Context: an optimization exercise on an open-source flow, tuned for small area. The choices shown serve that exercise and are no tape-out recipe. Only simulation tests tie the RTL to the original design; equivalence was not proved. No activity file was given, so power comes from the tool's default toggle rates. The flow treats the clock pin as an ideal source, which a real chip does not have.

run A:
## la_top
module la_top (
  input  logic                  clk_80m,
  input  logic                  arst_n,
  input  logic                  lb_cs_ctrl,
  input  logic                  lb_cs_data,
  input  logic                  lb_wr,
  input  logic                  lb_rd,
  input  logic [word_w-1:0]     lb_wr_d,
  output logic [word_w-1:0]     lb_rd_d,
  output logic                  lb_rd_rdy,
  input  logic                  psu_fault,
  input  logic                  psu_good,
  input  logic [fsm_w-1:0]      psu_fsm,
  input  logic                  tx_cadence,
  input  logic                  tx_waveform,
  input  logic                  tx_receive,
  input  logic [tx_index_w-1:0] tx_index,
  input  logic [adc_w-1:0]      adc_a,
  input  logic [adc_w-1:0]      adc_b
);
  logic                  tick;          
  logic                  pre_tick;
  logic [ts_w-1:0]       timestamp;
  logic [cw_w-1:0]       sample_cw;
  logic                  arm;
  logic                  stop;
  logic                  src_sel;
  logic [1:0]            state;
  logic [cnt_w-1:0]      wr_count;
  logic [ram_addr_w-1:0] rot;
  logic                  pend_vld;
  logic [ram_addr_w-1:0] pend_addr;
  logic                  ins_en;
  logic [1:0]            ins_row;
  logic [ram_addr_w-2:0] rd_idx;
  logic [cw_w-1:0]       rd_data;
  logic                  rd_byp;
  always_ff @(posedge clk_80m or negedge arst_n) begin
    if (!arst_n) begin
      rot <= '0;
    end else begin
      rot <= rot + 1'b1;
    end
  end
  time_base i_time_base (
    .clk_80m   (clk_80m),
    .arst_n    (arst_n),
    .tick      (tick),
    .pre_tick  (pre_tick),
    .timestamp (timestamp)
  );
  probe_format i_probe_format (
    .clk_80m     (clk_80m),
    .pre_tick    (pre_tick),
    .psu_fault   (psu_fault),
    .psu_good    (psu_good),
    .psu_fsm     (psu_fsm),
    .tx_cadence  (tx_cadence),
    .tx_waveform (tx_waveform),
    .tx_receive  (tx_receive),
    .tx_index    (tx_index),
    .adc_a       (adc_a),
    .adc_b       (adc_b),
    .src_sel     (src_sel),
    .sample_cw   (sample_cw)
  );
  capture_ctrl i_capture_ctrl (
    .clk_80m   (clk_80m),
    .arst_n    (arst_n),
    .tick      (tick),
    .arm       (arm),
    .stop      (stop),
    .rot       (rot),
    .state     (state),
    .wr_count  (wr_count),
    .pend_vld  (pend_vld),
    .pend_addr (pend_addr),
    .ins_en    (ins_en),
  ...
Settings: LEC_CHECK=0, CAP_MARGIN=20, CELL_PAD_IN_SITES_DETAIL_PLACEMENT=1, CELL_PAD_IN_SITES_GLOBAL_PLACEMENT=2, CORE_MARGIN=2, CORE_UTILIZATION=60, CTS_BUF_LIST=sky130_fd_sc_hd__clkbuf_8, CTS_CLUSTER_DIAMETER=70, CTS_CLUSTER_SIZE=19, PLACE_DENSITY=0.72, SLEW_MARGIN=20, SYNTH_HIERARCHICAL=1, SYNTH_MEMORY_MAX_BITS=16384, SYNTH_MINIMUM_KEEP_SIZE=0; clock period 12.5 ns.
standard.sh (not shown) runs the stock make flow with config.mk's settings and CLKGATE_MAP_FILE= SYNTH_SCRIPT=/design/flow/synth_recipe.tcl, a recipe that flattens the netlist after the stock synthesis.
==> flow/flow/run.sh <==
#!/bin/bash
# The standard ORFS layout (standard.sh, unchanged synthesis), with two changes:
# ports get a buf_2 buffer instead of the default pick, and CTS adds no dummy loads.
set -euo pipefail
export BUFFER_PORTS_ARGS="-buffer_cell sky130_fd_sc_hd__buf_2"
export CTS_ARGS="-sink_clustering_enable -repair_clock_nets -sink_clustering_size 11 -sink_clustering_max_diameter 45 -buf_list {sky130_fd_sc_hd__clkbuf_4 sky130_fd_sc_hd__clkbuf_8} -dont_use_dummy_load"
bash standard.sh > standard.log 2>&1
[inputs] run B vs run A
# run A
export LEC_CHECK = 0
export CAP_MARGIN = 20
export CELL_PAD_IN_SITES_DETAIL_PLACEMENT = 1
export CELL_PAD_IN_SITES_GLOBAL_PLACEMENT = 2
export CORE_MARGIN = 2
export CORE_UTILIZATION = 60
export CTS_BUF_LIST = sky130_fd_sc_hd__clkbuf_8
export CTS_CLUSTER_DIAMETER = 70
export CTS_CLUSTER_SIZE = 19
export PLACE_DENSITY = 0.72
export SLEW_MARGIN = 20
export SYNTH_HIERARCHICAL = 1
export SYNTH_MEMORY_MAX_BITS = 16384
export SYNTH_MINIMUM_KEEP_SIZE = 0
create_clock -name core_clock -period 12.5 [get_ports {clk_80m}]
# run B
export LEC_CHECK = 0
export CAP_MARGIN = 20
export CELL_PAD_IN_SITES_DETAIL_PLACEMENT = 1
export CELL_PAD_IN_SITES_GLOBAL_PLACEMENT = 2
export CORE_MARGIN = 2
export CORE_UTILIZATION = 55
export CTS_BUF_LIST = sky130_fd_sc_hd__clkbuf_8
export CTS_CLUSTER_DIAMETER = 45
export CTS_CLUSTER_SIZE = 20
export PLACE_DENSITY = 0.65
export SLEW_MARGIN = 20
export SYNTH_HIERARCHICAL = 1
export SYNTH_MEMORY_MAX_BITS = 16384
export SYNTH_MINIMUM_KEEP_SIZE = 0
create_clock -name core_clock -period 12.5 [get_ports {clk_80m}]
==> flow/run.sh (new file) <==
#!/bin/bash
# synth_recipe.tcl (not shown) runs the flow's synth.tcl, then flattens the netlist and writes it again
# the make line also repeats each setting of config.mk as NAME=value (left out here)
make -C /OpenROAD-flow-scripts/flow DESIGN_CONFIG=/design/flow/config.mk WORK_HOME=/design/flow/orfs CLKGATE_MAP_FILE= SYNTH_SCRIPT=/design/flow/synth_recipe.tcl finish
removed: flow/flow/run.sh
removed: flow/standard.sh
==> summary.txt <==
- Going from run A to run B, the total power was found to have gone up by 1.8 mW.
- Higher largest net degree at the start of global routing goes to run A over run B.
- Minimum setup slack in the final design: run B vs run A down 0.065 ns
- Per the comparison of run B with run A, final cell count shows an increase of about 4.3%; internal power of the cells now larger.
- Note that the total die area recorded for run B amounts to 1.09 times the value seen in run A.
- The higher fraction of area in multi-input gates came out of run A.
The following lists how run C was set up differently from run B:
# run B
export LEC_CHECK = 0
export CAP_MARGIN = 20
export CELL_PAD_IN_SITES_DETAIL_PLACEMENT = 1
export CELL_PAD_IN_SITES_GLOBAL_PLACEMENT = 2
export CORE_MARGIN = 2
export CORE_UTILIZATION = 55
export CTS_BUF_LIST = sky130_fd_sc_hd__clkbuf_8
export CTS_CLUSTER_DIAMETER = 45
export CTS_CLUSTER_SIZE = 20
export PLACE_DENSITY = 0.65
export SLEW_MARGIN = 20
export SYNTH_HIERARCHICAL = 1
export SYNTH_MEMORY_MAX_BITS = 16384
export SYNTH_MINIMUM_KEEP_SIZE = 0
create_clock -name core_clock -period 12.5 [get_ports {clk_80m}]
# run C
export LEC_CHECK = 0
export CAP_MARGIN = 0
export CELL_PAD_IN_SITES_DETAIL_PLACEMENT = 1
export CELL_PAD_IN_SITES_GLOBAL_PLACEMENT = 2
export CORE_MARGIN = 2
export CORE_UTILIZATION = 40
export CTS_BUF_LIST = sky130_fd_sc_hd__clkbuf_8
export CTS_CLUSTER_DIAMETER = 70
export CTS_CLUSTER_SIZE = 19
export PLACE_DENSITY = 0.5
export SLEW_MARGIN = 0
export SYNTH_HIERARCHICAL = 1
export SYNTH_MEMORY_MAX_BITS = 16384
export SYNTH_MINIMUM_KEEP_SIZE = 0
create_clock -name core_clock -period 12.5 [get_ports {clk_80m}]
## What came out
Changes observed in run C relative to run B: filler-free cell count of the finished design now sits higher; area taken by multi-input logic gates now sits lower; combinational power now sits higher; number of vias per cell now sits lower. [compare] base=run B new=run C: clock-pin transition on the worst setup and hold timing paths went up 0.02 ns, final critical-path setup slack went up 0.10 ns.
The following lists how run D was set up differently from run C:
# run C
export LEC_CHECK = 0
export CAP_MARGIN = 0
export CELL_PAD_IN_SITES_DETAIL_PLACEMENT = 1
export CELL_PAD_IN_SITES_GLOBAL_PLACEMENT = 2
export CORE_MARGIN = 2
export CORE_UTILIZATION = 40
export CTS_BUF_LIST = sky130_fd_sc_hd__clkbuf_8
export CTS_CLUSTER_DIAMETER = 70
export CTS_CLUSTER_SIZE = 19
export PLACE_DENSITY = 0.5
export SLEW_MARGIN = 0
export SYNTH_HIERARCHICAL = 1
export SYNTH_MEMORY_MAX_BITS = 16384
export SYNTH_MINIMUM_KEEP_SIZE = 0
create_clock -name core_clock -period 12.5 [get_ports {clk_80m}]
# run D
export LEC_CHECK = 0
export CAP_MARGIN = 20
export CELL_PAD_IN_SITES_DETAIL_PLACEMENT = 1
export CELL_PAD_IN_SITES_GLOBAL_PLACEMENT = 2
export CORE_MARGIN = 2
export CORE_UTILIZATION = 60
export CTS_BUF_LIST = sky130_fd_sc_hd__clkbuf_8
export CTS_CLUSTER_DIAMETER = 70
export CTS_CLUSTER_SIZE = 19
export PLACE_DENSITY = 0.72
export SLEW_MARGIN = 20
export SYNTH_HIERARCHICAL = 1
export SYNTH_MEMORY_MAX_BITS = 16384
export SYNTH_MINIMUM_KEEP_SIZE = 0
create_clock -name core_clock -period 12.5 [get_ports {clk_80m}]
==> flow/flow/run.sh (new file) <==
#!/bin/bash
# The standard ORFS layout (standard.sh, unchanged synthesis), with two changes:
# ports get a buf_2 buffer instead of the default pick, and CTS adds no dummy loads.
set -euo pipefail
export BUFFER_PORTS_ARGS="-buffer_cell sky130_fd_sc_hd__buf_2"
export CTS_ARGS="-sink_clustering_enable -repair_clock_nets -sink_clustering_size 34 -sink_clustering_max_diameter 80 -buf_list sky130_fd_sc_hd__clkbuf_16 -dont_use_dummy_load"
bash standard.sh > standard.log 2>&1
==> flow/standard.sh (new file) <==
#!/bin/bash
# synth_recipe.tcl (not shown) runs the flow's synth.tcl, then flattens the netlist and writes it again
# the make line also repeats each setting of config.mk as NAME=value (left out here)
make -C /OpenROAD-flow-scripts/flow DESIGN_CONFIG=/design/flow/config.mk WORK_HOME=/design/flow/orfs CLKGATE_MAP_FILE= SYNTH_SCRIPT=/design/flow/synth_recipe.tcl "${@:-finish}"
removed: flow/run.sh
Notes after the runs:
- Run D: flow completed, timing, DRC and antenna clean
- Comparing run D and run C, the lower non-filler instance count after layout was measured on run D.
- Compared to run C, the routing of run D uses less wire.
- Run D -> run C: count of flip-flops and latches delta 0, exact match
For run E, these inputs were changed with respect to run D:
# run D
export LEC_CHECK = 0
export CAP_MARGIN = 20
export CELL_PAD_IN_SITES_DETAIL_PLACEMENT = 1
export CELL_PAD_IN_SITES_GLOBAL_PLACEMENT = 2
export CORE_MARGIN = 2
export CORE_UTILIZATION = 60
export CTS_BUF_LIST = sky130_fd_sc_hd__clkbuf_8
export CTS_CLUSTER_DIAMETER = 70
export CTS_CLUSTER_SIZE = 19
export PLACE_DENSITY = 0.72
export SLEW_MARGIN = 20
export SYNTH_HIERARCHICAL = 1
export SYNTH_MEMORY_MAX_BITS = 16384
export SYNTH_MINIMUM_KEEP_SIZE = 0
create_clock -name core_clock -period 12.5 [get_ports {clk_80m}]
# run E
export LEC_CHECK = 0
export CAP_MARGIN = 20
export CELL_PAD_IN_SITES_DETAIL_PLACEMENT = 1
export CELL_PAD_IN_SITES_GLOBAL_PLACEMENT = 2
export CORE_MARGIN = 2
export CORE_UTILIZATION = 50
export CTS_BUF_LIST = sky130_fd_sc_hd__clkbuf_8
export CTS_CLUSTER_DIAMETER = 70
export CTS_CLUSTER_SIZE = 19
export PLACE_DENSITY = 0.6
export SLEW_MARGIN = 20
export SYNTH_HIERARCHICAL = 1
export SYNTH_MEMORY_MAX_BITS = 16384
export SYNTH_MINIMUM_KEEP_SIZE = 0
create_clock -name core_clock -period 12.5 [get_ports {clk_80m}]
--- a/flow/flow/run.sh
+++ b/flow/flow/run.sh
@@ -6 +6 @@
-export CTS_ARGS="-sink_clustering_enable -repair_clock_nets -sink_clustering_size 34 -sink_clustering_max_diameter 80 -buf_list sky130_fd_sc_hd__clkbuf_16 -dont_use_dummy_load"
+export CTS_ARGS="-sink_clustering_enable -repair_clock_nets -sink_clustering_size 19 -sink_clustering_max_diameter 70 -buf_list sky130_fd_sc_hd__clkbuf_8 -dont_use_dummy_load"
Findings:
Between run E and run D, the final-layout clock buffer total is lower for run D.
In run E, the combined buffer and inverter count along the critical path came out 1 above the value in run D.
From run D to run E the numbers moved as follows: via count neither gained nor lost much, combinational logic power went up by about 3%, critical path depth in cells higher.
Comparing run E and run D, fraction of met3 tracks used by global routing is higher on run D.
Area overhead of the layout relative to synthesis up 0.64 points in run E wrt run D
Relative to run D, switching part of the total power has gone up in run E.
diff inputs: run E => run F
# run E
export LEC_CHECK = 0
export CAP_MARGIN = 20
export CELL_PAD_IN_SITES_DETAIL_PLACEMENT = 1
export CELL_PAD_IN_SITES_GLOBAL_PLACEMENT = 2
export CORE_MARGIN = 2
export CORE_UTILIZATION = 50
export CTS_BUF_LIST = sky130_fd_sc_hd__clkbuf_8
export CTS_CLUSTER_DIAMETER = 70
export CTS_CLUSTER_SIZE = 19
export PLACE_DENSITY = 0.6
export SLEW_MARGIN = 20
export SYNTH_HIERARCHICAL = 1
export SYNTH_MEMORY_MAX_BITS = 16384
export SYNTH_MINIMUM_KEEP_SIZE = 0
create_clock -name core_clock -period 12.5 [get_ports {clk_80m}]
# run F
export LEC_CHECK = 0
export CAP_MARGIN = 20
export CELL_PAD_IN_SITES_DETAIL_PLACEMENT = 1
export CELL_PAD_IN_SITES_GLOBAL_PLACEMENT = 2
export CORE_MARGIN = 2
export CORE_UTILIZATION = 50
export CTS_BUF_LIST = sky130_fd_sc_hd__clkbuf_8
export CTS_CLUSTER_DIAMETER = 60
export CTS_CLUSTER_SIZE = 16
export PLACE_DENSITY = 0.6
export SLEW_MARGIN = 20
export SYNTH_HIERARCHICAL = 1
export SYNTH_MEMORY_MAX_BITS = 16384
export SYNTH_MINIMUM_KEEP_SIZE = 0
create_clock -name core_clock -period 12.5 [get_ports {clk_80m}]
==> flow/run.sh (new file) <==
#!/bin/bash
# synth_recipe.tcl (not shown) runs the flow's synth.tcl, then flattens the netlist and writes it again
# the make line also repeats each setting of config.mk as NAME=value (left out here)
make -C /OpenROAD-flow-scripts/flow DESIGN_CONFIG=/design/flow/config.mk WORK_HOME=/design/flow/orfs CLKGATE_MAP_FILE= SYNTH_SCRIPT=/design/flow/synth_recipe.tcl finish
removed: flow/flow/run.sh
removed: flow/standard.sh
[summary]
Going from run E to run F, wire length after detailed routing neither gained nor lost much, clock period minus worst slack lost 0.21 ns, cell count of the worst reg-to-reg path lost 1.
Higher area fraction of clock buffers and clock inverters was reported by run F, not run E.
As far as layout buffer count excluding clock buffers is concerned, run E and run F perform about the same.
[run F] clock latency on the worst-skew pair rose 0.04 ns relative to run E
The minimum setup slack in the final design in run F sits 0.21 ns above the value recorded for run E.
The worst hold slack in run F was higher than what run E gave.

static timing again, ports no longer ideal:
How much do the figures lean on ideal ports? The routed layouts below were timed once more, with nothing changed but the port constraints.
Step 1: set_driving_cell puts a clkbuf_16 on clk_80m and a buf_2 on each other input, an assumption about the parent block.
Step 2, shift: input delay + t, output delay - t, t = (earliest + latest rising clock arrival at the registers) / 2. This alone moves slack from input paths to output paths.
Three values: no drivers, after step 1, after step 2; two values: the first two.
run	shift t [ns]	setup slack, ns	worst hold slack (ns)	worst setup path at the end
run A	1.151	5.482 / 5.482 / 5.482	0.268 / 0.268 / 0.268	register to register
run B	1.276	5.418 / 5.418 / 5.418	0.297 / 0.297 / 0.297	register to register
run C	1.183	5.518 / 5.518 / 5.518	0.282 / 0.282 / 0.282	register to register
run D	0.979	5.464 / 5.464 / 5.464	0.289 / 0.289 / 0.289	register to register
run E	1.164	5.128 / 5.128 / 5.128	0.276 / 0.276 / 0.276	register to register
run F	1.218	5.338 / 5.338 / 5.338	0.280 / 0.280 / 0.280	register to register
After both steps every run listed still meets setup and hold.
